Source: an optimization exercise on an open RTL-to-GDS flow (aim: small area, a short achievable clock period and few clock cycles per item). Production flows keep margins and buffers that such runs may drop.
For this run, only the layout was checked, not whether the RTL still works.

**design/flow/design.v**
```verilog
`timescale 1ns/1ps
module dot_s0 (
    input  logic [7:0] a0, a1, a2, a3,
    input  logic [7:0] b0, b1, b2, b3,
    output logic [69:0] co
);
    logic t0;
    logic t58;
    logic t116;
    logic t232;
    logic t174;
    logic t233;
    logic t1;
    logic t8;
    logic t59;
    logic t234;
    logic t66;
    logic t117;
    logic t124;
    logic t236;
    logic t377;
    logic t175;
    logic t182;
    logic t467;
    logic t468;
    logic t378;
    logic t235;
    logic t237;
    logic t2;
    logic t9;
    logic t16;
    logic t238;
    logic t379;
    logic t60;
    logic t67;
    logic t74;
    logic t240;
    logic t118;
    logic t125;
    logic t132;
    logic t242;
    logic t176;
    logic t183;
    logic t190;
    logic t244;
    logic t381;
    logic t469;
    logic t470;
    logic t380;
    logic t382;
    logic t239;
    logic t241;
    logic t243;
    logic t383;
    logic t471;
    logic t245;
    logic t3;
    logic t10;
    logic t17;
    logic t246;
    logic t24;
    logic t61;
    logic t68;
    logic t248;
    logic t385;
    logic t75;
    logic t82;
    logic t119;
    logic t250;
    logic t126;
    logic t133;
    logic t140;
    logic t252;
    logic t177;
    logic t184;
    logic t191;
    logic t254;
    logic t387;
    logic t198;
    logic t473;
    logic t472;
    logic t474;
    logic t384;
    logic t386;
    logic t388;
    logic t475;
    logic t247;
    logic t249;
    logic t251;
    logic t389;
    logic t253;
    logic t255;
    logic t4;
    logic t11;
    logic t18;
    logic t256;
    logic t391;
    logic t25;
    logic t32;
    logic t62;
    logic t258;
    logic t69;
    logic t76;
    logic t83;
    logic t260;
    logic t90;
    logic t120;
    logic t127;
    logic t262;
    logic t393;
    logic t477;
    logic t134;
    logic t141;
    logic t148;
    logic t264;
    logic t178;
    logic t185;
    logic t192;
    logic t266;
    logic t199;
    logic t395;
    logic t206;
    logic t476;
    logic t478;
    logic t390;
    logic t392;
    logic t394;
    logic t479;
    logic t396;
    logic t257;
    logic t259;
    logic t261;
    logic t397;
    logic t263;
    logic t265;
    logic t267;
    logic t399;
    logic t481;
    logic t5;
    logic t12;
    logic t19;
    logic t268;
    logic t26;
    logic t33;
    logic t40;
    logic t270;
    logic t63;
    logic t70;
    logic t77;
    logic t272;
    logic t401;
    logic t84;
    logic t91;
    logic t98;
    logic t274;
    logic t121;
    logic t128;
    logic t135;
    logic t276;
    logic t142;
    logic t149;
    logic t156;
    logic t278;
    logic t403;
    logic t179;
    logic t186;
    logic t193;
    logic t280;
    logic t483;
    logic t200;
    logic t207;
    logic t214;
    logic t282;
    logic t480;
    logic t482;
    logic t484;
    logic t398;
    logic t400;
    logic t402;
    logic t485;
    logic t404;
    logic t269;
    logic t271;
    logic t273;
    logic t405;
    logic t275;
    logic t277;
    logic t279;
    logic t407;
    logic t487;
    logic t281;
    logic t283;
    logic t6;
    logic t13;
    logic t20;
    logic t284;
    logic t409;
    logic t27;
    logic t34;
    logic t41;
    logic t286;
    logic t47;
    logic t64;
    logic t71;
    logic t288;
    logic t78;
    logic t85;
    logic t92;
    logic t290;
    logic t411;
    logic t99;
    logic t105;
    logic t122;
    logic t292;
    logic t129;
    logic t136;
    logic t143;
    logic t294;
    logic t150;
    logic t157;
    logic t163;
    logic t296;
    logic t413;
    logic t489;
    logic t180;
    logic t187;
    logic t194;
    logic t298;
    logic t201;
    logic t208;
    logic t215;
    logic t300;
    logic t221;
    logic t415;
    logic t486;
    logic t488;
    logic t490;
    logic t406;
    logic t408;
    logic t410;
    logic t491;
    logic t412;
    logic t414;
    logic t416;
    logic t493;
    logic t285;
    logic t287;
    logic t289;
    logic t417;
    logic t291;
    logic t293;
    logic t295;
    logic t419;
    logic t297;
    logic t299;
    logic t301;
    logic t421;
    logic t495;
    logic t7;
    logic t14;
    logic t21;
    logic t302;
    logic t28;
    logic t35;
    logic t42;
    logic t304;
    logic t48;
    logic t53;
    logic t65;
    logic t306;
    logic t423;
    logic t72;
    logic t79;
    logic t86;
    logic t308;
    logic t93;
    logic t100;
    logic t106;
    logic t310;
    logic t111;
    logic t123;
    logic t130;
    logic t312;
    logic t425;
    logic t137;
    logic t144;
    logic t151;
    logic t314;
    logic t158;
    logic t164;
    logic t169;
    logic t316;
    logic t181;
    logic t188;
    logic t195;
    logic t318;
    logic t427;
    logic t497;
    logic t202;
    logic t209;
    logic t216;
    logic t320;
    logic t222;
    logic t227;
    logic t322;
    logic t499;
    logic t492;
    logic t494;
    logic t496;
    logic t498;
    logic t500;
    logic t418;
    logic t420;
    logic t422;
    logic t501;
    logic t424;
    logic t426;
    logic t428;
    logic t503;
    logic t303;
    logic t305;
    logic t307;
    logic t429;
    logic t309;
    logic t311;
    logic t313;
    logic t431;
    logic t315;
    logic t317;
    logic t319;
    logic t433;
    logic t505;
    logic t321;
    logic t323;
    logic t15;
    logic t22;
    logic t29;
    logic t324;
    logic t435;
    logic t36;
    logic t43;
    logic t49;
    logic t326;
    logic t54;
    logic t73;
    logic t80;
    logic t328;
    logic t87;
    logic t94;
    logic t101;
    logic t330;
    logic t437;
    logic t107;
    logic t112;
    logic t131;
    logic t332;
    logic t138;
    logic t145;
    logic t152;
    logic t334;
    logic t159;
    logic t165;
    logic t170;
    logic t336;
    logic t439;
    logic t507;
    logic t189;
    logic t196;
    logic t203;
    logic t338;
    logic t210;
    logic t217;
    logic t223;
    logic t340;
    logic t228;
    logic t441;
    logic t502;
    logic t504;
    logic t506;
    logic t508;
    logic t430;
    logic t432;
    logic t434;
    logic t509;
    logic t436;
    logic t438;
    logic t440;
    logic t511;
    logic t442;
    logic t325;
    logic t327;
    logic t329;
    logic t443;
    logic t331;
    logic t333;
    logic t335;
    logic t445;
    logic t513;
    logic t337;
    logic t339;
    logic t341;
    logic t447;
    logic t23;
    logic t30;
    logic t37;
    logic t342;
    logic t44;
    logic t50;
    logic t55;
    logic t344;
    logic t81;
    logic t88;
    logic t95;
    logic t346;
    logic t449;
    logic t102;
    logic t108;
    logic t113;
    logic t348;
    logic t139;
    logic t146;
    logic t153;
    logic t350;
    logic t160;
    logic t166;
    logic t171;
    logic t352;
    logic t451;
    logic t515;
    logic t197;
    logic t204;
    logic t211;
    logic t354;
    logic t218;
    logic t224;
    logic t229;
    logic t356;
    logic t517;
    logic t510;
    logic t512;
    logic t514;
    logic t516;
    logic t518;
    logic t444;
    logic t446;
    logic t448;
    logic t519;
    logic t450;
    logic t452;
    logic t343;
    logic t345;
    logic t347;
    logic t453;
    logic t521;
    logic t349;
    logic t351;
    logic t353;
    logic t455;
    logic t355;
    logic t357;
    logic t31;
    logic t38;
    logic t45;
    logic t358;
    logic t457;
    logic t51;
    logic t56;
    logic t89;
    logic t360;
    logic t96;
    logic t103;
    logic t109;
    logic t362;
    logic t114;
    logic t147;
    logic t154;
    logic t364;
    logic t459;
    logic t523;
    logic t161;
    logic t167;
    logic t172;
    logic t366;
    logic t205;
    logic t212;
    logic t219;
    logic t368;
    logic t225;
    logic t230;
    logic t370;
    logic t461;
    logic t520;
    logic t522;
    logic t524;
    logic t454;
    logic t456;
    logic t458;
    logic t525;
    logic t460;
    logic t462;
    logic t359;
    logic t361;
    logic t363;
    logic t463;
    logic t526;
    logic t365;
    logic t367;
    logic t369;
    logic t464;
    logic t371;
    logic t39;
    logic t46;
    logic t52;
    logic t372;
    logic t57;
    logic t97;
    logic t104;
    logic t373;
    logic t465;
    logic t110;
    logic t115;
    logic t155;
    logic t374;
    logic t162;
    logic t168;
    logic t173;
    logic t375;
    logic t213;
    logic t220;
    logic t226;
    logic t376;
    logic t466;
    logic t527;
    logic t231;
    assign t0 = a0[0] & b0[0];
    assign t58 = a1[0] & b1[0];
    assign t116 = a2[0] & b2[0];
    assign t232 = t0 ^ t58 ^ t116;
    assign t174 = a3[0] & b3[0];
    assign t233 = (t0 & t58) | (t0 & t116) | (t58 & t116);
    assign t1 = a0[0] & b0[1];
    assign t8 = a0[1] & b0[0];
    assign t59 = a1[0] & b1[1];
    assign t234 = t1 ^ t8 ^ t59;
    assign t66 = a1[1] & b1[0];
    assign t117 = a2[0] & b2[1];
    assign t124 = a2[1] & b2[0];
    assign t236 = t66 ^ t117 ^ t124;
    assign t377 = t233 ^ t234 ^ t236;
    assign t175 = a3[0] & b3[1];
    assign t182 = a3[1] & b3[0];
    assign t467 = t377 ^ t175 ^ t182;
    assign t468 = (t377 & t175) | (t377 & t182) | (t175 & t182);
    assign t378 = (t233 & t234) | (t233 & t236) | (t234 & t236);
    assign t235 = (t1 & t8) | (t1 & t59) | (t8 & t59);
    assign t237 = (t66 & t117) | (t66 & t124) | (t117 & t124);
    assign t2 = a0[0] & b0[2];
    assign t9 = a0[1] & b0[1];
    assign t16 = a0[2] & b0[0];
    assign t238 = t2 ^ t9 ^ t16;
    assign t379 = t235 ^ t237 ^ t238;
    assign t60 = a1[0] & b1[2];
    assign t67 = a1[1] & b1[1];
    assign t74 = a1[2] & b1[0];
    assign t240 = t60 ^ t67 ^ t74;
    assign t118 = a2[0] & b2[2];
    assign t125 = a2[1] & b2[1];
    assign t132 = a2[2] & b2[0];
    assign t242 = t118 ^ t125 ^ t132;
    assign t176 = a3[0] & b3[2];
    assign t183 = a3[1] & b3[1];
    assign t190 = a3[2] & b3[0];
    assign t244 = t176 ^ t183 ^ t190;
    assign t381 = t240 ^ t242 ^ t244;
    assign t469 = t378 ^ t379 ^ t381;
    assign t470 = (t378 & t379) | (t378 & t381) | (t379 & t381);
    assign t380 = (t235 & t237) | (t235 & t238) | (t237 & t238);
    assign t382 = (t240 & t242) | (t240 & t244) | (t242 & t244);
    assign t239 = (t2 & t9) | (t2 & t16) | (t9 & t16);
    assign t241 = (t60 & t67) | (t60 & t74) | (t67 & t74);
    assign t243 = (t118 & t125) | (t118 & t132) | (t125 & t132);
    assign t383 = t239 ^ t241 ^ t243;
    assign t471 = t380 ^ t382 ^ t383;
    assign t245 = (t176 & t183) | (t176 & t190) | (t183 & t190);
    assign t3 = a0[0] & b0[3];
    assign t10 = a0[1] & b0[2];
    assign t17 = a0[2] & b0[1];
    assign t246 = t3 ^ t10 ^ t17;
    assign t24 = a0[3] & b0[0];
    assign t61 = a1[0] & b1[3];
    assign t68 = a1[1] & b1[2];
    assign t248 = t24 ^ t61 ^ t68;
    assign t385 = t245 ^ t246 ^ t248;
    assign t75 = a1[2] & b1[1];
    assign t82 = a1[3] & b1[0];
    assign t119 = a2[0] & b2[3];
    assign t250 = t75 ^ t82 ^ t119;
    assign t126 = a2[1] & b2[2];
    assign t133 = a2[2] & b2[1];
    assign t140 = a2[3] & b2[0];
    assign t252 = t126 ^ t133 ^ t140;
    assign t177 = a3[0] & b3[3];
    assign t184 = a3[1] & b3[2];
    assign t191 = a3[2] & b3[1];
    assign t254 = t177 ^ t184 ^ t191;
    assign t387 = t250 ^ t252 ^ t254;
    assign t198 = a3[3] & b3[0];
    assign t473 = t385 ^ t387 ^ t198;
    assign t472 = (t380 & t382) | (t380 & t383) | (t382 & t383);
    assign t474 = (t385 & t387) | (t385 & t198) | (t387 & t198);
    assign t384 = (t239 & t241) | (t239 & t243) | (t241 & t243);
    assign t386 = (t245 & t246) | (t245 & t248) | (t246 & t248);
    assign t388 = (t250 & t252) | (t250 & t254) | (t252 & t254);
    assign t475 = t384 ^ t386 ^ t388;
    assign t247 = (t3 & t10) | (t3 & t17) | (t10 & t17);
    assign t249 = (t24 & t61) | (t24 & t68) | (t61 & t68);
    assign t251 = (t75 & t82) | (t75 & t119) | (t82 & t119);
    assign t389 = t247 ^ t249 ^ t251;
    assign t253 = (t126 & t133) | (t126 & t140) | (t133 & t140);
    assign t255 = (t177 & t184) | (t177 & t191) | (t184 & t191);
    assign t4 = a0[0] & b0[4];
    assign t11 = a0[1] & b0[3];
    assign t18 = a0[2] & b0[2];
    assign t256 = t4 ^ t11 ^ t18;
    assign t391 = t253 ^ t255 ^ t256;
    assign t25 = a0[3] & b0[1];
    assign t32 = a0[4] & b0[0];
    assign t62 = a1[0] & b1[4];
    assign t258 = t25 ^ t32 ^ t62;
    assign t69 = a1[1] & b1[3];
    assign t76 = a1[2] & b1[2];
    assign t83 = a1[3] & b1[1];
    assign t260 = t69 ^ t76 ^ t83;
    assign t90 = a1[4] & b1[0];
    assign t120 = a2[0] & b2[4];
    assign t127 = a2[1] & b2[3];
    assign t262 = t90 ^ t120 ^ t127;
    assign t393 = t258 ^ t260 ^ t262;
    assign t477 = t389 ^ t391 ^ t393;
    assign t134 = a2[2] & b2[2];
    assign t141 = a2[3] & b2[1];
    assign t148 = a2[4] & b2[0];
    assign t264 = t134 ^ t141 ^ t148;
    assign t178 = a3[0] & b3[4];
    assign t185 = a3[1] & b3[3];
    assign t192 = a3[2] & b3[2];
    assign t266 = t178 ^ t185 ^ t192;
    assign t199 = a3[3] & b3[1];
    assign t395 = t264 ^ t266 ^ t199;
    assign t206 = a3[4] & b3[0];
    assign t476 = (t384 & t386) | (t384 & t388) | (t386 & t388);
    assign t478 = (t389 & t391) | (t389 & t393) | (t391 & t393);
    assign t390 = (t247 & t249) | (t247 & t251) | (t249 & t251);
    assign t392 = (t253 & t255) | (t253 & t256) | (t255 & t256);
    assign t394 = (t258 & t260) | (t258 & t262) | (t260 & t262);
    assign t479 = t390 ^ t392 ^ t394;
    assign t396 = (t264 & t266) | (t264 & t199) | (t266 & t199);
    assign t257 = (t4 & t11) | (t4 & t18) | (t11 & t18);
    assign t259 = (t25 & t32) | (t25 & t62) | (t32 & t62);
    assign t261 = (t69 & t76) | (t69 & t83) | (t76 & t83);
    assign t397 = t257 ^ t259 ^ t261;
    assign t263 = (t90 & t120) | (t90 & t127) | (t120 & t127);
    assign t265 = (t134 & t141) | (t134 & t148) | (t141 & t148);
    assign t267 = (t178 & t185) | (t178 & t192) | (t185 & t192);
    assign t399 = t263 ^ t265 ^ t267;
    assign t481 = t396 ^ t397 ^ t399;
    assign t5 = a0[0] & b0[5];
    assign t12 = a0[1] & b0[4];
    assign t19 = a0[2] & b0[3];
    assign t268 = t5 ^ t12 ^ t19;
    assign t26 = a0[3] & b0[2];
    assign t33 = a0[4] & b0[1];
    assign t40 = a0[5] & b0[0];
    assign t270 = t26 ^ t33 ^ t40;
    assign t63 = a1[0] & b1[5];
    assign t70 = a1[1] & b1[4];
    assign t77 = a1[2] & b1[3];
    assign t272 = t63 ^ t70 ^ t77;
    assign t401 = t268 ^ t270 ^ t272;
    assign t84 = a1[3] & b1[2];
    assign t91 = a1[4] & b1[1];
    assign t98 = a1[5] & b1[0];
    assign t274 = t84 ^ t91 ^ t98;
    assign t121 = a2[0] & b2[5];
    assign t128 = a2[1] & b2[4];
    assign t135 = a2[2] & b2[3];
    assign t276 = t121 ^ t128 ^ t135;
    assign t142 = a2[3] & b2[2];
    assign t149 = a2[4] & b2[1];
    assign t156 = a2[5] & b2[0];
    assign t278 = t142 ^ t149 ^ t156;
    assign t403 = t274 ^ t276 ^ t278;
    assign t179 = a3[0] & b3[5];
    assign t186 = a3[1] & b3[4];
    assign t193 = a3[2] & b3[3];
    assign t280 = t179 ^ t186 ^ t193;
    assign t483 = t401 ^ t403 ^ t280;
    assign t200 = a3[3] & b3[2];
    assign t207 = a3[4] & b3[1];
    assign t214 = a3[5] & b3[0];
    assign t282 = t200 ^ t207 ^ t214;
    assign t480 = (t390 & t392) | (t390 & t394) | (t392 & t394);
    assign t482 = (t396 & t397) | (t396 & t399) | (t397 & t399);
    assign t484 = (t401 & t403) | (t401 & t280) | (t403 & t280);
    assign t398 = (t257 & t259) | (t257 & t261) | (t259 & t261);
    assign t400 = (t263 & t265) | (t263 & t267) | (t265 & t267);
    assign t402 = (t268 & t270) | (t268 & t272) | (t270 & t272);
    assign t485 = t398 ^ t400 ^ t402;
    assign t404 = (t274 & t276) | (t274 & t278) | (t276 & t278);
    assign t269 = (t5 & t12) | (t5 & t19) | (t12 & t19);
    assign t271 = (t26 & t33) | (t26 & t40) | (t33 & t40);
    assign t273 = (t63 & t70) | (t63 & t77) | (t70 & t77);
    assign t405 = t269 ^ t271 ^ t273;
    assign t275 = (t84 & t91) | (t84 & t98) | (t91 & t98);
    assign t277 = (t121 & t128) | (t121 & t135) | (t128 & t135);
    assign t279 = (t142 & t149) | (t142 & t156) | (t149 & t156);
    assign t407 = t275 ^ t277 ^ t279;
    assign t487 = t404 ^ t405 ^ t407;
    assign t281 = (t179 & t186) | (t179 & t193) | (t186 & t193);
    assign t283 = (t200 & t207) | (t200 & t214) | (t207 & t214);
    assign t6 = a0[0] & b0[6];
    assign t13 = a0[1] & b0[5];
    assign t20 = a0[2] & b0[4];
    assign t284 = t6 ^ t13 ^ t20;
    assign t409 = t281 ^ t283 ^ t284;
    assign t27 = a0[3] & b0[3];
    assign t34 = a0[4] & b0[2];
    assign t41 = a0[5] & b0[1];
    assign t286 = t27 ^ t34 ^ t41;
    assign t47 = a0[6] & b0[0];
    assign t64 = a1[0] & b1[6];
    assign t71 = a1[1] & b1[5];
    assign t288 = t47 ^ t64 ^ t71;
    assign t78 = a1[2] & b1[4];
    assign t85 = a1[3] & b1[3];
    assign t92 = a1[4] & b1[2];
    assign t290 = t78 ^ t85 ^ t92;
    assign t411 = t286 ^ t288 ^ t290;
    assign t99 = a1[5] & b1[1];
    assign t105 = a1[6] & b1[0];
    assign t122 = a2[0] & b2[6];
    assign t292 = t99 ^ t105 ^ t122;
    assign t129 = a2[1] & b2[5];
    assign t136 = a2[2] & b2[4];
    assign t143 = a2[3] & b2[3];
    assign t294 = t129 ^ t136 ^ t143;
    assign t150 = a2[4] & b2[2];
    assign t157 = a2[5] & b2[1];
    assign t163 = a2[6] & b2[0];
    assign t296 = t150 ^ t157 ^ t163;
    assign t413 = t292 ^ t294 ^ t296;
    assign t489 = t409 ^ t411 ^ t413;
    assign t180 = a3[0] & b3[6];
    assign t187 = a3[1] & b3[5];
    assign t194 = a3[2] & b3[4];
    assign t298 = t180 ^ t187 ^ t194;
    assign t201 = a3[3] & b3[3];
    assign t208 = a3[4] & b3[2];
    assign t215 = a3[5] & b3[1];
    assign t300 = t201 ^ t208 ^ t215;
    assign t221 = a3[6] & b3[0];
    assign t415 = t298 ^ t300 ^ t221;
    assign t486 = (t398 & t400) | (t398 & t402) | (t400 & t402);
    assign t488 = (t404 & t405) | (t404 & t407) | (t405 & t407);
    assign t490 = (t409 & t411) | (t409 & t413) | (t411 & t413);
    assign t406 = (t269 & t271) | (t269 & t273) | (t271 & t273);
    assign t408 = (t275 & t277) | (t275 & t279) | (t277 & t279);
    assign t410 = (t281 & t283) | (t281 & t284) | (t283 & t284);
    assign t491 = t406 ^ t408 ^ t410;
    assign t412 = (t286 & t288) | (t286 & t290) | (t288 & t290);
    assign t414 = (t292 & t294) | (t292 & t296) | (t294 & t296);
    assign t416 = (t298 & t300) | (t298 & t221) | (t300 & t221);
    assign t493 = t412 ^ t414 ^ t416;
    assign t285 = (t6 & t13) | (t6 & t20) | (t13 & t20);
    assign t287 = (t27 & t34) | (t27 & t41) | (t34 & t41);
    assign t289 = (t47 & t64) | (t47 & t71) | (t64 & t71);
    assign t417 = t285 ^ t287 ^ t289;
    assign t291 = (t78 & t85) | (t78 & t92) | (t85 & t92);
    assign t293 = (t99 & t105) | (t99 & t122) | (t105 & t122);
    assign t295 = (t129 & t136) | (t129 & t143) | (t136 & t143);
    assign t419 = t291 ^ t293 ^ t295;
    assign t297 = (t150 & t157) | (t150 & t163) | (t157 & t163);
    assign t299 = (t180 & t187) | (t180 & t194) | (t187 & t194);
    assign t301 = (t201 & t208) | (t201 & t215) | (t208 & t215);
    assign t421 = t297 ^ t299 ^ t301;
    assign t495 = t417 ^ t419 ^ t421;
    assign t7 = ~(a0[0] & b0[7]);
    assign t14 = a0[1] & b0[6];
    assign t21 = a0[2] & b0[5];
    assign t302 = t7 ^ t14 ^ t21;
    assign t28 = a0[3] & b0[4];
    assign t35 = a0[4] & b0[3];
    assign t42 = a0[5] & b0[2];
    assign t304 = t28 ^ t35 ^ t42;
    assign t48 = a0[6] & b0[1];
    assign t53 = ~(a0[7] & b0[0]);
    assign t65 = ~(a1[0] & b1[7]);
    assign t306 = t48 ^ t53 ^ t65;
    assign t423 = t302 ^ t304 ^ t306;
    assign t72 = a1[1] & b1[6];
    assign t79 = a1[2] & b1[5];
    assign t86 = a1[3] & b1[4];
    assign t308 = t72 ^ t79 ^ t86;
    assign t93 = a1[4] & b1[3];
    assign t100 = a1[5] & b1[2];
    assign t106 = a1[6] & b1[1];
    assign t310 = t93 ^ t100 ^ t106;
    assign t111 = ~(a1[7] & b1[0]);
    assign t123 = ~(a2[0] & b2[7]);
    assign t130 = a2[1] & b2[6];
    assign t312 = t111 ^ t123 ^ t130;
    assign t425 = t308 ^ t310 ^ t312;
    assign t137 = a2[2] & b2[5];
    assign t144 = a2[3] & b2[4];
    assign t151 = a2[4] & b2[3];
    assign t314 = t137 ^ t144 ^ t151;
    assign t158 = a2[5] & b2[2];
    assign t164 = a2[6] & b2[1];
    assign t169 = ~(a2[7] & b2[0]);
    assign t316 = t158 ^ t164 ^ t169;
    assign t181 = ~(a3[0] & b3[7]);
    assign t188 = a3[1] & b3[6];
    assign t195 = a3[2] & b3[5];
    assign t318 = t181 ^ t188 ^ t195;
    assign t427 = t314 ^ t316 ^ t318;
    assign t497 = t423 ^ t425 ^ t427;
    assign t202 = a3[3] & b3[4];
    assign t209 = a3[4] & b3[3];
    assign t216 = a3[5] & b3[2];
    assign t320 = t202 ^ t209 ^ t216;
    assign t222 = a3[6] & b3[1];
    assign t227 = ~(a3[7] & b3[0]);
    assign t322 = t222 ^ t227;
    assign t499 = t320 ^ t322;
    assign t492 = (t406 & t408) | (t406 & t410) | (t408 & t410);
    assign t494 = (t412 & t414) | (t412 & t416) | (t414 & t416);
    assign t496 = (t417 & t419) | (t417 & t421) | (t419 & t421);
    assign t498 = (t423 & t425) | (t423 & t427) | (t425 & t427);
    assign t500 = t320 & t322;
    assign t418 = (t285 & t287) | (t285 & t289) | (t287 & t289);
    assign t420 = (t291 & t293) | (t291 & t295) | (t293 & t295);
    assign t422 = (t297 & t299) | (t297 & t301) | (t299 & t301);
    assign t501 = t418 ^ t420 ^ t422;
    assign t424 = (t302 & t304) | (t302 & t306) | (t304 & t306);
    assign t426 = (t308 & t310) | (t308 & t312) | (t310 & t312);
    assign t428 = (t314 & t316) | (t314 & t318) | (t316 & t318);
    assign t503 = t424 ^ t426 ^ t428;
    assign t303 = (t7 & t14) | (t7 & t21) | (t14 & t21);
    assign t305 = (t28 & t35) | (t28 & t42) | (t35 & t42);
    assign t307 = (t48 & t53) | (t48 & t65) | (t53 & t65);
    assign t429 = t303 ^ t305 ^ t307;
    assign t309 = (t72 & t79) | (t72 & t86) | (t79 & t86);
    assign t311 = (t93 & t100) | (t93 & t106) | (t100 & t106);
    assign t313 = (t111 & t123) | (t111 & t130) | (t123 & t130);
    assign t431 = t309 ^ t311 ^ t313;
    assign t315 = (t137 & t144) | (t137 & t151) | (t144 & t151);
    assign t317 = (t158 & t164) | (t158 & t169) | (t164 & t169);
    assign t319 = (t181 & t188) | (t181 & t195) | (t188 & t195);
    assign t433 = t315 ^ t317 ^ t319;
    assign t505 = t429 ^ t431 ^ t433;
    assign t321 = (t202 & t209) | (t202 & t216) | (t209 & t216);
    assign t323 = t222 & t227;
    assign t15 = ~(a0[1] & b0[7]);
    assign t22 = a0[2] & b0[6];
    assign t29 = a0[3] & b0[5];
    assign t324 = t15 ^ t22 ^ t29;
    assign t435 = t321 ^ t323 ^ t324;
    assign t36 = a0[4] & b0[4];
    assign t43 = a0[5] & b0[3];
    assign t49 = a0[6] & b0[2];
    assign t326 = t36 ^ t43 ^ t49;
    assign t54 = ~(a0[7] & b0[1]);
    assign t73 = ~(a1[1] & b1[7]);
    assign t80 = a1[2] & b1[6];
    assign t328 = t54 ^ t73 ^ t80;
    assign t87 = a1[3] & b1[5];
    assign t94 = a1[4] & b1[4];
    assign t101 = a1[5] & b1[3];
    assign t330 = t87 ^ t94 ^ t101;
    assign t437 = t326 ^ t328 ^ t330;
    assign t107 = a1[6] & b1[2];
    assign t112 = ~(a1[7] & b1[1]);
    assign t131 = ~(a2[1] & b2[7]);
    assign t332 = t107 ^ t112 ^ t131;
    assign t138 = a2[2] & b2[6];
    assign t145 = a2[3] & b2[5];
    assign t152 = a2[4] & b2[4];
    assign t334 = t138 ^ t145 ^ t152;
    assign t159 = a2[5] & b2[3];
    assign t165 = a2[6] & b2[2];
    assign t170 = ~(a2[7] & b2[1]);
    assign t336 = t159 ^ t165 ^ t170;
    assign t439 = t332 ^ t334 ^ t336;
    assign t507 = t435 ^ t437 ^ t439;
    assign t189 = ~(a3[1] & b3[7]);
    assign t196 = a3[2] & b3[6];
    assign t203 = a3[3] & b3[5];
    assign t338 = t189 ^ t196 ^ t203;
    assign t210 = a3[4] & b3[4];
    assign t217 = a3[5] & b3[3];
    assign t223 = a3[6] & b3[2];
    assign t340 = t210 ^ t217 ^ t223;
    assign t228 = ~(a3[7] & b3[1]);
    assign t441 = t338 ^ t340 ^ t228;
    assign t502 = (t418 & t420) | (t418 & t422) | (t420 & t422);
    assign t504 = (t424 & t426) | (t424 & t428) | (t426 & t428);
    assign t506 = (t429 & t431) | (t429 & t433) | (t431 & t433);
    assign t508 = (t435 & t437) | (t435 & t439) | (t437 & t439);
    assign t430 = (t303 & t305) | (t303 & t307) | (t305 & t307);
    assign t432 = (t309 & t311) | (t309 & t313) | (t311 & t313);
    assign t434 = (t315 & t317) | (t315 & t319) | (t317 & t319);
    assign t509 = t430 ^ t432 ^ t434;
    assign t436 = (t321 & t323) | (t321 & t324) | (t323 & t324);
    assign t438 = (t326 & t328) | (t326 & t330) | (t328 & t330);
    assign t440 = (t332 & t334) | (t332 & t336) | (t334 & t336);
    assign t511 = t436 ^ t438 ^ t440;
    assign t442 = (t338 & t340) | (t338 & t228) | (t340 & t228);
    assign t325 = (t15 & t22) | (t15 & t29) | (t22 & t29);
    assign t327 = (t36 & t43) | (t36 & t49) | (t43 & t49);
    assign t329 = (t54 & t73) | (t54 & t80) | (t73 & t80);
    assign t443 = t325 ^ t327 ^ t329;
    assign t331 = (t87 & t94) | (t87 & t101) | (t94 & t101);
    assign t333 = (t107 & t112) | (t107 & t131) | (t112 & t131);
    assign t335 = (t138 & t145) | (t138 & t152) | (t145 & t152);
    assign t445 = t331 ^ t333 ^ t335;
    assign t513 = t442 ^ t443 ^ t445;
    assign t337 = (t159 & t165) | (t159 & t170) | (t165 & t170);
    assign t339 = (t189 & t196) | (t189 & t203) | (t196 & t203);
    assign t341 = (t210 & t217) | (t210 & t223) | (t217 & t223);
    assign t447 = t337 ^ t339 ^ t341;
    assign t23 = ~(a0[2] & b0[7]);
    assign t30 = a0[3] & b0[6];
    assign t37 = a0[4] & b0[5];
    assign t342 = t23 ^ t30 ^ t37;
    assign t44 = a0[5] & b0[4];
    assign t50 = a0[6] & b0[3];
    assign t55 = ~(a0[7] & b0[2]);
    assign t344 = t44 ^ t50 ^ t55;
    assign t81 = ~(a1[2] & b1[7]);
    assign t88 = a1[3] & b1[6];
    assign t95 = a1[4] & b1[5];
    assign t346 = t81 ^ t88 ^ t95;
    assign t449 = t342 ^ t344 ^ t346;
    assign t102 = a1[5] & b1[4];
    assign t108 = a1[6] & b1[3];
    assign t113 = ~(a1[7] & b1[2]);
    assign t348 = t102 ^ t108 ^ t113;
    assign t139 = ~(a2[2] & b2[7]);
    assign t146 = a2[3] & b2[6];
    assign t153 = a2[4] & b2[5];
    assign t350 = t139 ^ t146 ^ t153;
    assign t160 = a2[5] & b2[4];
    assign t166 = a2[6] & b2[3];
    assign t171 = ~(a2[7] & b2[2]);
    assign t352 = t160 ^ t166 ^ t171;
    assign t451 = t348 ^ t350 ^ t352;
    assign t515 = t447 ^ t449 ^ t451;
    assign t197 = ~(a3[2] & b3[7]);
    assign t204 = a3[3] & b3[6];
    assign t211 = a3[4] & b3[5];
    assign t354 = t197 ^ t204 ^ t211;
    assign t218 = a3[5] & b3[4];
    assign t224 = a3[6] & b3[3];
    assign t229 = ~(a3[7] & b3[2]);
    assign t356 = t218 ^ t224 ^ t229;
    assign t517 = t354 ^ t356;
    assign t510 = (t430 & t432) | (t430 & t434) | (t432 & t434);
    assign t512 = (t436 & t438) | (t436 & t440) | (t438 & t440);
    assign t514 = (t442 & t443) | (t442 & t445) | (t443 & t445);
    assign t516 = (t447 & t449) | (t447 & t451) | (t449 & t451);
    assign t518 = t354 & t356;
    assign t444 = (t325 & t327) | (t325 & t329) | (t327 & t329);
    assign t446 = (t331 & t333) | (t331 & t335) | (t333 & t335);
    assign t448 = (t337 & t339) | (t337 & t341) | (t339 & t341);
    assign t519 = t444 ^ t446 ^ t448;
    assign t450 = (t342 & t344) | (t342 & t346) | (t344 & t346);
    assign t452 = (t348 & t350) | (t348 & t352) | (t350 & t352);
    assign t343 = (t23 & t30) | (t23 & t37) | (t30 & t37);
    assign t345 = (t44 & t50) | (t44 & t55) | (t50 & t55);
    assign t347 = (t81 & t88) | (t81 & t95) | (t88 & t95);
    assign t453 = t343 ^ t345 ^ t347;
    assign t521 = t450 ^ t452 ^ t453;
    assign t349 = (t102 & t108) | (t102 & t113) | (t108 & t113);
    assign t351 = (t139 & t146) | (t139 & t153) | (t146 & t153);
    assign t353 = (t160 & t166) | (t160 & t171) | (t166 & t171);
    assign t455 = t349 ^ t351 ^ t353;
    assign t355 = (t197 & t204) | (t197 & t211) | (t204 & t211);
    assign t357 = (t218 & t224) | (t218 & t229) | (t224 & t229);
    assign t31 = ~(a0[3] & b0[7]);
    assign t38 = a0[4] & b0[6];
    assign t45 = a0[5] & b0[5];
    assign t358 = t31 ^ t38 ^ t45;
    assign t457 = t355 ^ t357 ^ t358;
    assign t51 = a0[6] & b0[4];
    assign t56 = ~(a0[7] & b0[3]);
    assign t89 = ~(a1[3] & b1[7]);
    assign t360 = t51 ^ t56 ^ t89;
    assign t96 = a1[4] & b1[6];
    assign t103 = a1[5] & b1[5];
    assign t109 = a1[6] & b1[4];
    assign t362 = t96 ^ t103 ^ t109;
    assign t114 = ~(a1[7] & b1[3]);
    assign t147 = ~(a2[3] & b2[7]);
    assign t154 = a2[4] & b2[6];
    assign t364 = t114 ^ t147 ^ t154;
    assign t459 = t360 ^ t362 ^ t364;
    assign t523 = t455 ^ t457 ^ t459;
    assign t161 = a2[5] & b2[5];
    assign t167 = a2[6] & b2[4];
    assign t172 = ~(a2[7] & b2[3]);
    assign t366 = t161 ^ t167 ^ t172;
    assign t205 = ~(a3[3] & b3[7]);
    assign t212 = a3[4] & b3[6];
    assign t219 = a3[5] & b3[5];
    assign t368 = t205 ^ t212 ^ t219;
    assign t225 = a3[6] & b3[4];
    assign t230 = ~(a3[7] & b3[3]);
    assign t370 = t225 ^ t230 ^ 1'b1;
    assign t461 = t366 ^ t368 ^ t370;
    assign t520 = (t444 & t446) | (t444 & t448) | (t446 & t448);
    assign t522 = (t450 & t452) | (t450 & t453) | (t452 & t453);
    assign t524 = (t455 & t457) | (t455 & t459) | (t457 & t459);
    assign t454 = (t343 & t345) | (t343 & t347) | (t345 & t347);
    assign t456 = (t349 & t351) | (t349 & t353) | (t351 & t353);
    assign t458 = (t355 & t357) | (t355 & t358) | (t357 & t358);
    assign t525 = t454 ^ t456 ^ t458;
    assign t460 = (t360 & t362) | (t360 & t364) | (t362 & t364);
    assign t462 = (t366 & t368) | (t366 & t370) | (t368 & t370);
    assign t359 = (t31 & t38) | (t31 & t45) | (t38 & t45);
    assign t361 = (t51 & t56) | (t51 & t89) | (t56 & t89);
    assign t363 = (t96 & t103) | (t96 & t109) | (t103 & t109);
    assign t463 = t359 ^ t361 ^ t363;
    assign t526 = t460 ^ t462 ^ t463;
    assign t365 = (t114 & t147) | (t114 & t154) | (t147 & t154);
    assign t367 = (t161 & t167) | (t161 & t172) | (t167 & t172);
    assign t369 = (t205 & t212) | (t205 & t219) | (t212 & t219);
    assign t464 = t365 ^ t367 ^ t369;
    assign t371 = (t225 & t230) | (t225 & 1'b1) | (t230 & 1'b1);
    assign t39 = ~(a0[4] & b0[7]);
    assign t46 = a0[5] & b0[6];
    assign t52 = a0[6] & b0[5];
    assign t372 = t39 ^ t46 ^ t52;
    assign t57 = ~(a0[7] & b0[4]);
    assign t97 = ~(a1[4] & b1[7]);
    assign t104 = a1[5] & b1[6];
    assign t373 = t57 ^ t97 ^ t104;
    assign t465 = t371 ^ t372 ^ t373;
    assign t110 = a1[6] & b1[5];
    assign t115 = ~(a1[7] & b1[4]);
    assign t155 = ~(a2[4] & b2[7]);
    assign t374 = t110 ^ t115 ^ t155;
    assign t162 = a2[5] & b2[6];
    assign t168 = a2[6] & b2[5];
    assign t173 = ~(a2[7] & b2[4]);
    assign t375 = t162 ^ t168 ^ t173;
    assign t213 = ~(a3[4] & b3[7]);
    assign t220 = a3[5] & b3[6];
    assign t226 = a3[6] & b3[5];
    assign t376 = t213 ^ t220 ^ t226;
    assign t466 = t374 ^ t375 ^ t376;
    assign t527 = t464 ^ t465 ^ t466;
    assign t231 = ~(a3[7] & b3[4]);
    assign co[0] = t232;
    assign co[1] = t174;
    assign co[2] = t467;
    assign co[3] = t468;
    assign co[4] = t469;
    assign co[5] = t470;
    assign co[6] = t471;
    assign co[7] = t473;
    assign co[8] = t472;
    assign co[9] = t474;
    assign co[10] = t475;
    assign co[11] = t477;
    assign co[12] = t395;
    assign co[13] = t206;
    assign co[14] = t476;
    assign co[15] = t478;
    assign co[16] = t479;
    assign co[17] = t481;
    assign co[18] = t483;
    assign co[19] = t282;
    assign co[20] = t480;
    assign co[21] = t482;
    assign co[22] = t484;
    assign co[23] = t485;
    assign co[24] = t487;
    assign co[25] = t489;
    assign co[26] = t415;
    assign co[27] = t486;
    assign co[28] = t488;
    assign co[29] = t490;
    assign co[30] = t491;
    assign co[31] = t493;
    assign co[32] = t495;
    assign co[33] = t497;
    assign co[34] = t499;
    assign co[35] = t492;
    assign co[36] = t494;
    assign co[37] = t496;
    assign co[38] = t498;
    assign co[39] = t500;
    assign co[40] = t501;
    assign co[41] = t503;
    assign co[42] = t505;
    assign co[43] = t507;
    assign co[44] = t441;
    assign co[45] = t502;
    assign co[46] = t504;
    assign co[47] = t506;
    assign co[48] = t508;
    assign co[49] = t509;
    assign co[50] = t511;
    assign co[51] = t513;
    assign co[52] = t515;
    assign co[53] = t517;
    assign co[54] = t510;
    assign co[55] = t512;
    assign co[56] = t514;
    assign co[57] = t516;
    assign co[58] = t518;
    assign co[59] = t519;
    assign co[60] = t521;
    assign co[61] = t523;
    assign co[62] = t461;
    assign co[63] = t520;
    assign co[64] = t522;
    assign co[65] = t524;
    assign co[66] = t525;
    assign co[67] = t526;
    assign co[68] = t527;
    assign co[69] = t231;
endmodule
module dot_s1 (
    input  logic [69:0] ci,
    output logic [24:0] co
);
    logic t528;
    logic t529;
    logic t530;
    logic t532;
    logic t566;
    logic t567;
    logic t531;
    logic t533;
    logic t534;
    logic t568;
    logic t536;
    logic t590;
    logic t591;
    logic t569;
    logic t535;
    logic t537;
    logic t538;
    logic t570;
    logic t540;
    logic t592;
    logic t593;
    logic t571;
    logic t539;
    logic t541;
    logic t542;
    logic t572;
    logic t544;
    logic t574;
    logic t594;
    logic t595;
    logic t573;
    logic t575;
    logic t543;
    logic t545;
    logic t546;
    logic t576;
    logic t596;
    logic t548;
    logic t550;
    logic t578;
    logic t597;
    logic t577;
    logic t579;
    logic t547;
    logic t549;
    logic t551;
    logic t580;
    logic t598;
    logic t552;
    logic t554;
    logic t556;
    logic t582;
    logic t599;
    logic t581;
    logic t583;
    logic t553;
    logic t555;
    logic t557;
    logic t584;
    logic t600;
    logic t558;
    logic t560;
    logic t562;
    logic t586;
    logic t601;
    logic t585;
    logic t587;
    logic t559;
    logic t561;
    logic t563;
    logic t588;
    logic t602;
    logic t564;
    logic t565;
    logic t589;
    assign t528 = ci[5] ^ ci[6] ^ ci[7];
    assign t529 = (ci[5] & ci[6]) | (ci[5] & ci[7]) | (ci[6] & ci[7]);
    assign t530 = ci[8] ^ ci[9] ^ ci[10];
    assign t532 = ci[11] ^ ci[12] ^ ci[13];
    assign t566 = t529 ^ t530 ^ t532;
    assign t567 = (t529 & t530) | (t529 & t532) | (t530 & t532);
    assign t531 = (ci[8] & ci[9]) | (ci[8] & ci[10]) | (ci[9] & ci[10]);
    assign t533 = (ci[11] & ci[12]) | (ci[11] & ci[13]) | (ci[12] & ci[13]);
    assign t534 = ci[14] ^ ci[15] ^ ci[16];
    assign t568 = t531 ^ t533 ^ t534;
    assign t536 = ci[17] ^ ci[18] ^ ci[19];
    assign t590 = t567 ^ t568 ^ t536;
    assign t591 = (t567 & t568) | (t567 & t536) | (t568 & t536);
    assign t569 = (t531 & t533) | (t531 & t534) | (t533 & t534);
    assign t535 = (ci[14] & ci[15]) | (ci[14] & ci[16]) | (ci[15] & ci[16]);
    assign t537 = (ci[17] & ci[18]) | (ci[17] & ci[19]) | (ci[18] & ci[19]);
    assign t538 = ci[20] ^ ci[21] ^ ci[22];
    assign t570 = t535 ^ t537 ^ t538;
    assign t540 = ci[23] ^ ci[24] ^ ci[25];
    assign t592 = t569 ^ t570 ^ t540;
    assign t593 = (t569 & t570) | (t569 & t540) | (t570 & t540);
    assign t571 = (t535 & t537) | (t535 & t538) | (t537 & t538);
    assign t539 = (ci[20] & ci[21]) | (ci[20] & ci[22]) | (ci[21] & ci[22]);
    assign t541 = (ci[23] & ci[24]) | (ci[23] & ci[25]) | (ci[24] & ci[25]);
    assign t542 = ci[27] ^ ci[28] ^ ci[29];
    assign t572 = t539 ^ t541 ^ t542;
    assign t544 = ci[30] ^ ci[31] ^ ci[32];
    assign t574 = t544 ^ ci[33] ^ ci[34];
    assign t594 = t571 ^ t572 ^ t574;
    assign t595 = (t571 & t572) | (t571 & t574) | (t572 & t574);
    assign t573 = (t539 & t541) | (t539 & t542) | (t541 & t542);
    assign t575 = (t544 & ci[33]) | (t544 & ci[34]) | (ci[33] & ci[34]);
    assign t543 = (ci[27] & ci[28]) | (ci[27] & ci[29]) | (ci[28] & ci[29]);
    assign t545 = (ci[30] & ci[31]) | (ci[30] & ci[32]) | (ci[31] & ci[32]);
    assign t546 = ci[35] ^ ci[36] ^ ci[37];
    assign t576 = t543 ^ t545 ^ t546;
    assign t596 = t573 ^ t575 ^ t576;
    assign t548 = ci[38] ^ ci[39] ^ ci[40];
    assign t550 = ci[41] ^ ci[42] ^ ci[43];
    assign t578 = t548 ^ t550 ^ ci[44];
    assign t597 = (t573 & t575) | (t573 & t576) | (t575 & t576);
    assign t577 = (t543 & t545) | (t543 & t546) | (t545 & t546);
    assign t579 = (t548 & t550) | (t548 & ci[44]) | (t550 & ci[44]);
    assign t547 = (ci[35] & ci[36]) | (ci[35] & ci[37]) | (ci[36] & ci[37]);
    assign t549 = (ci[38] & ci[39]) | (ci[38] & ci[40]) | (ci[39] & ci[40]);
    assign t551 = (ci[41] & ci[42]) | (ci[41] & ci[43]) | (ci[42] & ci[43]);
    assign t580 = t547 ^ t549 ^ t551;
    assign t598 = t577 ^ t579 ^ t580;
    assign t552 = ci[45] ^ ci[46] ^ ci[47];
    assign t554 = ci[48] ^ ci[49] ^ ci[50];
    assign t556 = ci[51] ^ ci[52] ^ ci[53];
    assign t582 = t552 ^ t554 ^ t556;
    assign t599 = (t577 & t579) | (t577 & t580) | (t579 & t580);
    assign t581 = (t547 & t549) | (t547 & t551) | (t549 & t551);
    assign t583 = (t552 & t554) | (t552 & t556) | (t554 & t556);
    assign t553 = (ci[45] & ci[46]) | (ci[45] & ci[47]) | (ci[46] & ci[47]);
    assign t555 = (ci[48] & ci[49]) | (ci[48] & ci[50]) | (ci[49] & ci[50]);
    assign t557 = (ci[51] & ci[52]) | (ci[51] & ci[53]) | (ci[52] & ci[53]);
    assign t584 = t553 ^ t555 ^ t557;
    assign t600 = t581 ^ t583 ^ t584;
    assign t558 = ci[54] ^ ci[55] ^ ci[56];
    assign t560 = ci[57] ^ ci[58] ^ ci[59];
    assign t562 = ci[60] ^ ci[61] ^ ci[62];
    assign t586 = t558 ^ t560 ^ t562;
    assign t601 = (t581 & t583) | (t581 & t584) | (t583 & t584);
    assign t585 = (t553 & t555) | (t553 & t557) | (t555 & t557);
    assign t587 = (t558 & t560) | (t558 & t562) | (t560 & t562);
    assign t559 = (ci[54] & ci[55]) | (ci[54] & ci[56]) | (ci[55] & ci[56]);
    assign t561 = (ci[57] & ci[58]) | (ci[57] & ci[59]) | (ci[58] & ci[59]);
    assign t563 = (ci[60] & ci[61]) | (ci[60] & ci[62]) | (ci[61] & ci[62]);
    assign t588 = t559 ^ t561 ^ t563;
    assign t602 = t585 ^ t587 ^ t588;
    assign t564 = ci[63] ^ ci[64] ^ ci[65];
    assign t565 = ci[66] ^ ci[67] ^ ci[68];
    assign t589 = t564 ^ t565 ^ ci[69];
    assign co[0] = ci[0];
    assign co[1] = ci[1];
    assign co[2] = ci[2];
    assign co[3] = ci[3];
    assign co[4] = ci[4];
    assign co[5] = t528;
    assign co[6] = t566;
    assign co[7] = t590;
    assign co[8] = t591;
    assign co[9] = t592;
    assign co[10] = ci[26];
    assign co[11] = t593;
    assign co[12] = t594;
    assign co[13] = t595;
    assign co[14] = t596;
    assign co[15] = t578;
    assign co[16] = t597;
    assign co[17] = t598;
    assign co[18] = t582;
    assign co[19] = t599;
    assign co[20] = t600;
    assign co[21] = t586;
    assign co[22] = t601;
    assign co[23] = t602;
    assign co[24] = t589;
endmodule
module dot_s2 (
    input  logic [24:0] ci,
    output logic [7:0] res
);
    logic t603;
    logic t604;
    logic t605;
    logic t606;
    logic t607;
    logic t608;
    logic t609;
    logic t610;
    logic t611;
    logic t612;
    logic t613;
    logic t614;
    logic t615;
    logic t616;
    logic t617;
    assign t603 = ci[0] ^ ci[1];
    assign t604 = ci[0] & ci[1];
    assign t605 = ci[3] ^ ci[4];
    assign t606 = ci[3] & ci[4];
    assign t607 = ci[8] ^ ci[9] ^ ci[10];
    assign t608 = (ci[8] & ci[9]) | (ci[8] & ci[10]) | (ci[9] & ci[10]);
    assign t609 = ci[11] ^ ci[12];
    assign t610 = ci[11] & ci[12];
    assign t611 = ci[13] ^ ci[14] ^ ci[15];
    assign t612 = (ci[13] & ci[14]) | (ci[13] & ci[15]) | (ci[14] & ci[15]);
    assign t613 = ci[16] ^ ci[17] ^ ci[18];
    assign t614 = (ci[16] & ci[17]) | (ci[16] & ci[18]) | (ci[17] & ci[18]);
    assign t615 = ci[19] ^ ci[20] ^ ci[21];
    assign t616 = (ci[19] & ci[20]) | (ci[19] & ci[21]) | (ci[20] & ci[21]);
    assign t617 = ci[22] ^ ci[23] ^ ci[24];
    logic [11:0] r0, r1, s;
    assign r0 = {t616, t614, t612, t610, t608, t607, ci[7], ci[6], t606, t605, t604, t603};
    assign r1 = {t617, t615, t613, t611, t609, 1'b0, 1'b0, 1'b0, ci[5], 1'b0, ci[2], 1'b0};
    assign s = r0 + r1;
    assign res = s[11:4];
endmodule
`timescale 1ns/1ps
module systolic_mm_top (
    input  logic                  clk,
    input  logic                  rst,
    input  logic                  in_valid,
    input  logic [8-1:0] in_data,
    output logic                  out_valid,
    output logic [8-1:0] out_data,
    output logic                  busy,
    output logic                  done
);
    localparam int LAT = 3;
    logic       acc_en;   
    logic [4:0] cnt;      
    logic       cv;       
    logic [3:0] n;        
    logic       take;
    logic       vq;       
    logic [4:0] iq;       
    logic       rot;
    logic [1:0] rowsel;
    logic [LAT-1:0] vp;   
    logic [LAT-1:0] lp;   
    logic [LAT:0] lpx;    
    assign take = in_valid && acc_en;
    assign lpx  = {lp, cv && n == 4'd15};
    assign rot  = cv && (n[3:2] != 2'd0 || n[1:0] == 2'd3);
    always_ff @(posedge clk or negedge rst) begin
        if (!rst) begin
            acc_en <= 1'b1;
            cnt    <= '0;
            cv     <= 1'b0;
            n      <= '0;
            vq     <= 1'b0;
            iq     <= '0;
            vp     <= '0;
            lp     <= '0;
            busy   <= 1'b0;
        end else begin
            vq <= take;
            iq <= cnt;
            if (take) begin
                cnt <= cnt + 5'd1;
                if (cnt == 5'd31) acc_en <= 1'b0;
            end
            if (lpx[LAT-1]) acc_en <= 1'b1;  
            if (take && cnt[4:2] == 3'b111) begin
                cv <= 1'b1;
                n  <= {2'b00, cnt[1:0]};
            end else if (rot && n != 4'd15) begin
                cv <= 1'b1;
                n  <= n + 4'd1;
            end else begin
                cv <= 1'b0;
            end
            vp <= LAT'({vp, cv});
            lp <= lpx[LAT-1:0];
            if (take && cnt == 5'd0) busy <= 1'b1;
            else if (done)           busy <= 1'b0;
        end
    end
    assign out_valid = vp[LAT-1];
    assign done      = lp[LAT-1];
    logic [7:0] a_mem [16];
    logic [7:0] bq    [16];
    always_ff @(posedge clk) begin
        if (vq && !iq[4]) a_mem[iq[3:0]] <= bq[0];
    end
    always_ff @(posedge clk) begin
        bq[0] <= rot ? bq[3] : in_data;
        if (rot) begin
            for (int r = 0; r < 4; r++) begin
                bq[4*r+1] <= bq[4*r];
                bq[4*r+2] <= bq[4*r+1];
                bq[4*r+3] <= bq[4*r+2];
            end
            bq[4]  <= bq[7];
            bq[8]  <= bq[11];
            bq[12] <= bq[15];
        end else if (vq && iq[4]) begin
            for (int p = 1; p < 16; p++) bq[p] <= bq[p-1];
        end
    end
    assign rowsel = cv ? (n[3:2] + {1'b0, n[1:0] == 2'd3}) : 2'd0;
    logic [7:0] ta [4];
    logic [7:0] tb [4];
    logic [7:0] res;
    always_ff @(posedge clk) begin
        for (int k = 0; k < 4; k++) ta[k] <= a_mem[{rowsel, 2'(k)}];
    end
    always_comb begin
        for (int k = 0; k < 4; k++) tb[k] = bq[12 - 4*k];
    end
    logic [69:0] c0_d, c0_q;
    dot_s0 u_s0 (.a0(ta[0]), .a1(ta[1]), .a2(ta[2]), .a3(ta[3]), .b0(tb[0]), .b1(tb[1]), .b2(tb[2]), .b3(tb[3]), .co(c0_d));
    always_ff @(posedge clk) c0_q <= c0_d;
    logic [24:0] c1_d, c1_q;
    dot_s1 u_s1 (.ci(c0_q), .co(c1_d));
    always_ff @(posedge clk) c1_q <= c1_d;
    dot_s2 u_s2 (.ci(c1_q), .res(res));
    always_ff @(posedge clk) out_data <= res;
endmodule
```
**design/flow/run.sh**
```bash
#!/bin/bash
# synth_recipe.tcl (not shown) runs the flow's synth.tcl, then flattens the netlist and writes it again
# the make line also repeats each setting of config.mk as NAME=value (left out here)
make -C /OpenROAD-flow-scripts/flow DESIGN_CONFIG=/design/flow/config.mk WORK_HOME=/design/flow/orfs CLKGATE_MAP_FILE= SYNTH_SCRIPT=/design/flow/synth_recipe.tcl finish
```
**design/flow/config.mk**
```make
export PLATFORM = sky130hd
export DESIGN_NAME = systolic_mm_top
export DESIGN_NICKNAME = systolic_mm_top
export VERILOG_FILES = /design/flow/design.v
export SDC_FILE = /design/flow/constraint.sdc
export NUM_CORES = 4
export LEC_CHECK = 0
export CAP_MARGIN = 20
export CORE_MARGIN = 2
export CORE_UTILIZATION = 65
export CTS_CLUSTER_DIAMETER = 80
export CTS_CLUSTER_SIZE = 30
export SETUP_SLACK_MARGIN = 3.5
export SLEW_MARGIN = 20
```
**design/flow/constraint.sdc**
```tcl
create_clock -name core_clock -period 6.0 [get_ports {clk}]
set_input_delay 1.2000 -clock core_clock [delete_from_list [all_inputs] [get_ports {clk}]]
set_output_delay 1.2000 -clock core_clock [all_outputs]
set_load 0.01 [all_outputs]
```
==> flow_summary.json <==
{
  "ys_seq_area_frac": 0.593,
  "hold_ws_ns": 0.334,
  "rrSetupSlack_ns": 3.45,
  "clk_pin_slew_ns": 0.11,
  "final_net_count": 1483,
  "syn-cell-area_mm2": 0.0184,
  "whs_endpoint": "c1_q[1]$_DFF_P_",
  "clockRootBuffer": "clkbuf_16",
  "remaining_drc_errors": 0,
  "antenna_found_initial": 0,
  "multi_input_area_mm2": 0.00692,
  "routed_wl_um": 34800,
  "die_w_um": 172,
  "vias_per_cell": 5.48,
  "synth_area_per_cell_um2": 15.4,
  "reg2reg_depth": 7,
  "synthFlopType": "edfxtp_1",
  "synthCells": 1197,
  "grt_max_degree": 86,
  "std_cell_rows": 61,
  "tightestPinTransition_ns": 0.847,
  "area_growth_syn_to_layout_pct": 9.56,
  "start_util": 0.660,
  "worstSetupEndpointType": "flip-flop",
  "grt_pass1_wl_um": 53800,
  "relSlewSlack": 0.433,
  "criticalPathCategory": "reg -> reg",
  "worstReg2RegStart": "bq[12][1]$_DFFE_PP_",
  "clkSinkCount": 415,
  "crit_arrival_ns": 2.96,
  "drive_above_1_share": 0.149,
  "core_region_area_mm2": 0.0279,
  "status": "complete, no violations",
  "track_usage": 0.250,
  "synth_edf_count": 248,
  "ys_ff_latch": 415,
  "regArea_mm2": 0.0109,
  "hold_depth": 0,
  "drt-pass1-iter-count": 5,
  "async_flop_share": 0.0578,
  "synth_nets": 1401,
  "holdCritPathClass": "reg -> reg",
  "cts_buffers": 19,
  "dpl.hpwl_um": 23400,
  "fmax_mhz": 392,
  "htreeDepth": 1,
  "num_io_pins": 22,
  "crit_start": "bq[12][1]$_DFFE_PP_",
  "place_congestion": 0.850,
  "clk_latency_ns": 0.54,
  "die_area_mm2": 0.0297,
  "cp.required_ns": 6.41,
  "clockBufferDepth": 3,
  "die_h_um": 172,
  "vias": 9140,
  "grt_overflow": 0,
  "hold_viol": 0,
  "worstHoldStart": "c0_q[1]$_DFF_P_",
  "grt_pass1_vias": 9563,
  "fin_crit_sh": 0.425,
  "yosysUniqueCellTypes": 41,
  "crit_fanout": 5,
  "reg2reg_to": "c0_q[18]$_DFF_P_",
  "ant_nets": 0,
  "rsz0062_at_grt": "true",
  "cap_viol_max_count": 0,
  "wl_per_cell_um": 20.9,
  "drv_slew": 0,
  "cp-start-kind": "flip-flop",
  "antenna_cells": 0,
  "finalClockSkew_ns": 0.0272,
  "cts_hold_buf": 0,
  "yosysWarnings": 7,
  "cts_tree": "yes",
  "layout_min_cycle_time_ns": 2.55,
  "setup_tns_ns": 0,
  "setup_viol": 0,
  "n_fill_cell": 1813,
  "drt-initial-drc-count": 667,
  "portBuffers": 21
}
==> state kept, by name, indices dropped and copies added, names as in the netlist, 5 cells and up <==
name / count
bq: 128
a_mem: 128
out_data: 8
c0_q: 70
ta: 32
cnt: 5
iq: 5
c1_q: 25
==> metrics by stage <==
step / util / cells / setup WS (ns) / instance area [um^2]
2_1_floorplan: - / 1197 / 3.61 / 18400
3_3_place_gp: 0.685 / 1594 / 2.82 / 19100
3_5_place_dp: 0.685 / 1594 / 2.75 / 19100
4_1_cts: 0.716 / 1655 / 3.47 / 20000
5_1_grt: 0.723 / 1669 / 3.40 / 20200
6_report: 0.723 / 1669 / 3.45 / 20200
==> area by class of cell <==
cell class	count	area share
clock inverter	5	0.00435
multi-input combinational	610	0.343
tap	378	0.0235
inverter	162	0.0302
clock buffer	28	0.0253
timing repair buffer	71	0.0310
sequential	415	0.543
==> kinds of logic after synthesis <==
group,Yosys count,synth area share
AOI/OAI and AO/OA,15,0.00517
xor gates and xnor gates,49,0.0245
adders and majority gates,193,0.204
buffers and inverters,172,0.0367
DFF,415,0.593
muxes,66,0.0599
and+or+nand+nor,287,0.0769
==> placed cells by master (no fill, tap or decap), types with 3 or more instances in the layout <==
cell type and count:
nor2_1 17, inv_1 154, fa_2 7, fa_1 170, mux2_2 33, nand4_1 3, buf_6 14, dlygate4sd2_1 11
dfxtp_4 5, edfxtp_1 248, clkdlybuf4s50_1 9, and2_1 90, inv_2 8, clkbuf_16 19, mux4_2 32, xnor2_1 34
ha_1 16, dfxtp_2 3, a21oi_1 5, and2_4 17, or3_1 3, clkinv_8 3, nand3_1 3, dfrtp_1 23
nand2b_1 4, buf_4 31, dfxtp_1 135, nand2_1 134, clkbuf_1 9, xor2_1 12
==> what timing repair did <==
item                                    in CTS  in global routing
pin swaps                                    5                 24
cloned                                       0                  1
setup buffers                               28                 13
endpoints found under the setup margin     177                114
resized for setup                           35                 45
==> worst max-delay path, cell delays in order, from the launching register on <==
cell,delay (ns)
edfxtp_1,0.47
buf_6,0.18
and2_1,0.15
fa_1,0.55
inv_2,0.04
fa_1,0.57
inv_2,0.04
fa_1,0.43
==> Yosys cell counts (all sizes together), types with 16 or more instances <==
library cell	n	share of area
mux2	33	0.020
and2	108	0.037
nor2	17	0.0035
xnor2	36	0.018
dfxtp	143	0.16
mux4	32	0.039
ha	16	0.011
edfxtp	248	0.40
inv	162	0.033
fa	177	0.19
dfrtp	23	0.031
nand2	138	0.028
==> worst max path at each step <==
stage                               end
global route           c0_q[52]$_DFF_P_
CTS                    c0_q[33]$_DFF_P_
finish                 c0_q[18]$_DFF_P_
global placement    bq[14][3]$_DFFE_PP_
floorplan           bq[10][0]$_DFFE_PP_
detailed placement  bq[15][3]$_DFFE_PP_
==> layer usage <==
layer,global-route usage,share of wire,vias to the layer above
met2,0.434,0.51,239
li1,-,-,4054
met1,0.339,0.41,4785
met5,0,0,-
met3,0.0259,0.042,62
met4,0.0789,0.033,0

==> separate check: timing with driven ports <==
Ports are ideal in the flow. The routed layout listed here was re-timed in OpenROAD.
Step 1 assumes that a clkbuf_16 drives the clock port and a buf_2 every other input.
Step 2, shift: input delay + t, output delay - t, t = (earliest + latest rising clock arrival at the registers) / 2. This alone moves slack from input paths to output paths.
a / b / c = ideal / step 1 / step 2; a / b = the first two.
t (ns): 0.574
slack for setup (ns): 3.448 / 3.448 / 3.299
worst hold slack (ns): 0.334 / 0.334 / 0.334
latest minus earliest clock arrival (ns): 0.028 / 0.027
worst register clock-pin slew, ns: 0.11 / 0.11
After both steps setup and hold are still met in this run. For this run, drivers alone change the setup slack by 0.000 ns; drivers and shift together by -0.149 ns.
